From an optimization exercise on the open Yosys and OpenROAD flow, aimed at small area, a short achievable clock period and few clock cycles per item; shortcuts taken in it are not production practice. Only simulation tests tie the RTL to the original design; equivalence was not proved. Power is estimated from default activity; no workload was simulated.

==> flow/design.v (excerpt) <==
module md5Hasher (
	input logic clk,
	input logic rst,
	input logic psel,
	input logic penable,
	input logic pwrite,
	input md5Pkg::apbAddr paddr,
	input md5Pkg::md5Word pwdata,
	output md5Pkg::md5Word prdata,
	output logic pready,
	output logic pslverr
);
	md5Pkg::md5Word guess0;
	md5Pkg::md5Word guess1;
	md5Pkg::md5Word guess2;
	md5Pkg::md5Word guess3;
	md5Pkg::byteLen guessLen;
	logic [3:0] guessValid;
	logic startReq;
	logic busy;
	logic done;
	md5Pkg::cycIdx cyc;
	md5Pkg::cycIdx cycNext;
	md5Pkg::md5Word msgWord;
	md5Pkg::md5Word stateB;
	md5Pkg::md5Word stateC;
	md5Pkg::md5Word stateD;
	md5Pkg::md5Word stateP;
	logic isLoad;
	logic isStep;
	logic [1:0] rotCoarse;
	logic [1:0] rotFine;
	logic [1:0] digestIdx;
	md5Pkg::md5Word digestWord;
	md5ApbRegs apbRegs (
		.clk(clk),
		.rst(rst),
		.psel(psel),
		.penable(penable),
		.pwrite(pwrite),
		.paddr(paddr),
		.pwdata(pwdata),
		.prdata(prdata),
		.pready(pready),
		.pslverr(pslverr),
		.guess0(guess0),
		.guess1(guess1),
		.guess2(guess2),
		.guess3(guess3),
		.guessLen(guessLen),
		.guessValid(guessValid),
		.startReq(startReq),
		.busy(busy),
		.done(done),
		.digestIdx(digestIdx),
		.digestWord(digestWord)
	);
	md5Control control (
		.clk(clk),
		.rst(rst),
		.startReq(startReq),
		.busy(busy),
		.done(done),
		.cyc(cyc),
		.cycNext(cycNext),
		.isLoad(isLoad),
		.isStep(isStep),
		.rotCoarse(rotCoarse),
		.rotFine(rotFine)
	);
	md5MessagePad messagePad (
		.clk(clk),
		.guess0(guess0),
		.guess1(guess1),
		.guess2(guess2),
		.guess3(guess3),
		.guessLen(guessLen),
  ...
export LEC_CHECK = 0
export CAP_MARGIN = 20
export CORE_MARGIN = 2
export CORE_UTILIZATION = 60
export CTS_CLUSTER_DIAMETER = 120
export CTS_CLUSTER_SIZE = 22
export PLACE_DENSITY = 0.7
export SETUP_SLACK_MARGIN = 4
export SLEW_MARGIN = 20
create_clock -name core_clock -period 10.0 [get_ports {clk}]
run.sh (not shown) runs the stock make flow with config.mk's settings and CLKGATE_MAP_FILE= SYNTH_SCRIPT=/design/flow/synth_recipe.tcl, a recipe that flattens the netlist after the stock synthesis.
Testbench counts at the start, summed over its fixed seeds: cycles 30,800, items 384.
Change:
- CORE_UTILIZATION: 60 -> 55
- PLACE_DENSITY: 0.7 -> 0.65
Wire length is lower slightly.
Synthesized cell count does not change.
Core utilization is lower by 5.2 points.
Total power is higher slightly.
Change:
- CORE_UTILIZATION: 55 -> 60
- PLACE_DENSITY: 0.65 -> 0.7
- SETUP_SLACK_MARGIN: 4 -> 4.5
Effect: The new run went through all stages and came out clean; non-clock buffer count goes up by 18; wire length goes up by a few percent; final area goes up slightly; clock power is about the same; power goes up slightly; register-to-register slack loses 0.21 ns.

Another version of the RTL of md5Hasher (not shown whole).
For scale: ~480 flip-flops, ~32000 um2 of cells after synthesis.
export LEC_CHECK = 0
export CAP_MARGIN = 20
export CORE_MARGIN = 2
export CORE_UTILIZATION = 60
export PLACE_DENSITY = 0.7
export SETUP_SLACK_MARGIN = 4
export SLEW_MARGIN = 20
create_clock -name core_clock -period 10.0 [get_ports {clk}]
The baseline passed the timing, DRC and antenna checks.
Testbench counts at the start, summed over its fixed seeds: cycles 30,032, items 384.
Next try:
- SETUP_SLACK_MARGIN: 4 -> 5
The new run ran to the end with no violations.
Global-route usage goes up by 2.1 points.
Via count came out higher by about 4%.
Synthesized cell count stays the same.
Clock-buffer cell count decreases by 2.

## run 1
md5Hasher, a different RTL version from the one above (not shown whole).
Size: ~3400 cells after synthesis, ~510 flip-flops, ~32000 µm² of cells after synthesis.
clock: 10.0 ns
lec_check: 0
cap_margin: 20
core_margin: 2
core_utilization: 60
place_density: 0.7
setup_slack_margin: 4
slew_margin: 20
Testbench counts of run 1, summed over its fixed seeds: cycles 30,800, items 384.
Relative to run 1, the following input files were edited for run 2:
- a change of SETUP_SLACK_MARGIN from 4 to 4.5
Notes after the runs:
Looking at the reports, run 2 completed the entire flow and the layout it produced met the timing, DRC and antenna checks.
In terms of per-cell routed wire length, run 2 and run 1 differ only marginally.
Run 1 -> run 2: worst slack on hold paths flat
Run 2 does worse than run 1 on number of vias after detailed routing.
[run 2 vs run 1] area of combinational cells with multiple inputs: higher in run 2
Run 1 and run 2 ended up with roughly the same first-pass GRT wire length.
Run 2: measured slew at the worst slew-check pin 0.097 ns below run 1
Diff run 1 -> run 2 | number of cells on the critical path | down by more than 10%
### run 2 -> run 3
- setting CTS_CLUSTER_SIZE to 22 for the first time
- changing SLEW_MARGIN from 20 to 5
- changing SETUP_SLACK_MARGIN from 4.5 to 4
- setting CTS_CLUSTER_DIAMETER to 120 for the first time
- changing CAP_MARGIN from 20 to 5
[summary]
Run 3 gives less share of cells above drive strength 1 than run 2 did.
Cmp run 3 vs run 2: proportion of power drawn by flip-flops and latches higher in run 3
Run 3: critical path depth is about 4.3% lower than what run 2 reported.

md5Hasher again, from the RTL that the note above started with.
export LEC_CHECK = 0
export CAP_MARGIN = 20
export CORE_MARGIN = 2
export CORE_UTILIZATION = 75
export PLACE_DENSITY = 0.85
export SETUP_SLACK_MARGIN = 4
export SLEW_MARGIN = 20
create_clock -name core_clock -period 10.0 [get_ports {clk}]
The starting point failed in global routing, error GRT-0232.
Testbench counts at the start, summed over its fixed seeds: cycles 30,800, items 384.
==> next run, changes <==
--- a/flow/config.mk
+++ b/flow/config.mk
@@ -10,2 +10,4 @@
-export CORE_UTILIZATION = 75
-export PLACE_DENSITY = 0.85
+export CORE_UTILIZATION = 60
+export CTS_CLUSTER_DIAMETER = 150
+export CTS_CLUSTER_SIZE = 30
+export PLACE_DENSITY = 0.7
Effect: The new run finished clean; synthesized cell count stays the same; synthesized area stays the same.
==> next run, changes <==
--- a/flow/config.mk
+++ b/flow/config.mk
@@ -14 +14 @@
-export SETUP_SLACK_MARGIN = 4
+export SETUP_SLACK_MARGIN = 3.5
After rerunning: The new run finished with timing, DRC and antenna clean. Worst setup slack degrades by 330 ps. Sequential power barely changes. Hold slack improves by 4.9 ps. Clock power barely changes. Count of clock-buffer cells in the layout goes up by 1.
==> next run, changes <==
--- a/flow/config.mk
+++ b/flow/config.mk
@@ -11,2 +11,2 @@
-export CTS_CLUSTER_DIAMETER = 150
-export CTS_CLUSTER_SIZE = 30
+export CTS_CLUSTER_DIAMETER = 120
+export CTS_CLUSTER_SIZE = 22
@@ -14 +14 @@
-export SETUP_SLACK_MARGIN = 3.5
+export SETUP_SLACK_MARGIN = 4
What happened: Synthesized area does not change; global-route usage rises by 1.6 points; count of clock-buffer cells in the layout rises by 9; setup slack is better by 300 ps.

## afterwards: timing with drivers on the ports
How much do the figures lean on ideal ports? The routed layouts below were timed once more, with nothing changed but the port constraints. Step 1, drivers: a clkbuf_16 drives clk and a buf_2 each remaining input, both assumed. Step 2, shift: input delay + t, output delay - t, t = (earliest + latest rising clock arrival at the registers) / 2. This alone moves slack from input paths to output paths. a / b / c = ideal / step 1 / step 2; a / b = the first two.
| run | t, ns | setup slack, ns | worst slew at a driven data input, ns |
|---|---|---|---|
| the first run of note 1 | 0.697 | 3.917 / 3.917 / 3.407 | 0.08 |
| the second run of note 1 | 0.660 | 3.965 / 3.965 / 3.472 | 0.12 |
| the third run of note 1 | 0.689 | 3.758 / 3.758 / 3.758 | 0.07 |
| the first run of note 2 | 0.678 | 3.384 / 3.384 / 3.384 | 0.13 |
| the second run of note 2 | 0.669 | 3.670 / 3.670 / 3.670 | 0.07 |
| run 1 | 0.668 | 3.849 / 3.849 / 3.849 | 0.05 |
| run 2 | 0.665 | 3.767 / 3.767 / 3.767 | 0.06 |
| run 3 | 0.669 | 3.941 / 3.941 / 3.941 | 0.04 |
| the second run of note 4 | 0.663 | 3.967 / 3.967 / 3.967 | 0.04 |
| the third run of note 4 | 0.651 | 3.639 / 3.639 / 3.639 | 0.08 |
| the fourth run of note 4 | 0.669 | 3.941 / 3.941 / 3.941 | 0.04 |
After both steps every run listed still meets setup and hold. For the first run of note 1, which loses most, drivers alone change the setup slack by 0.000 ns; drivers and shift together by -0.510 ns.
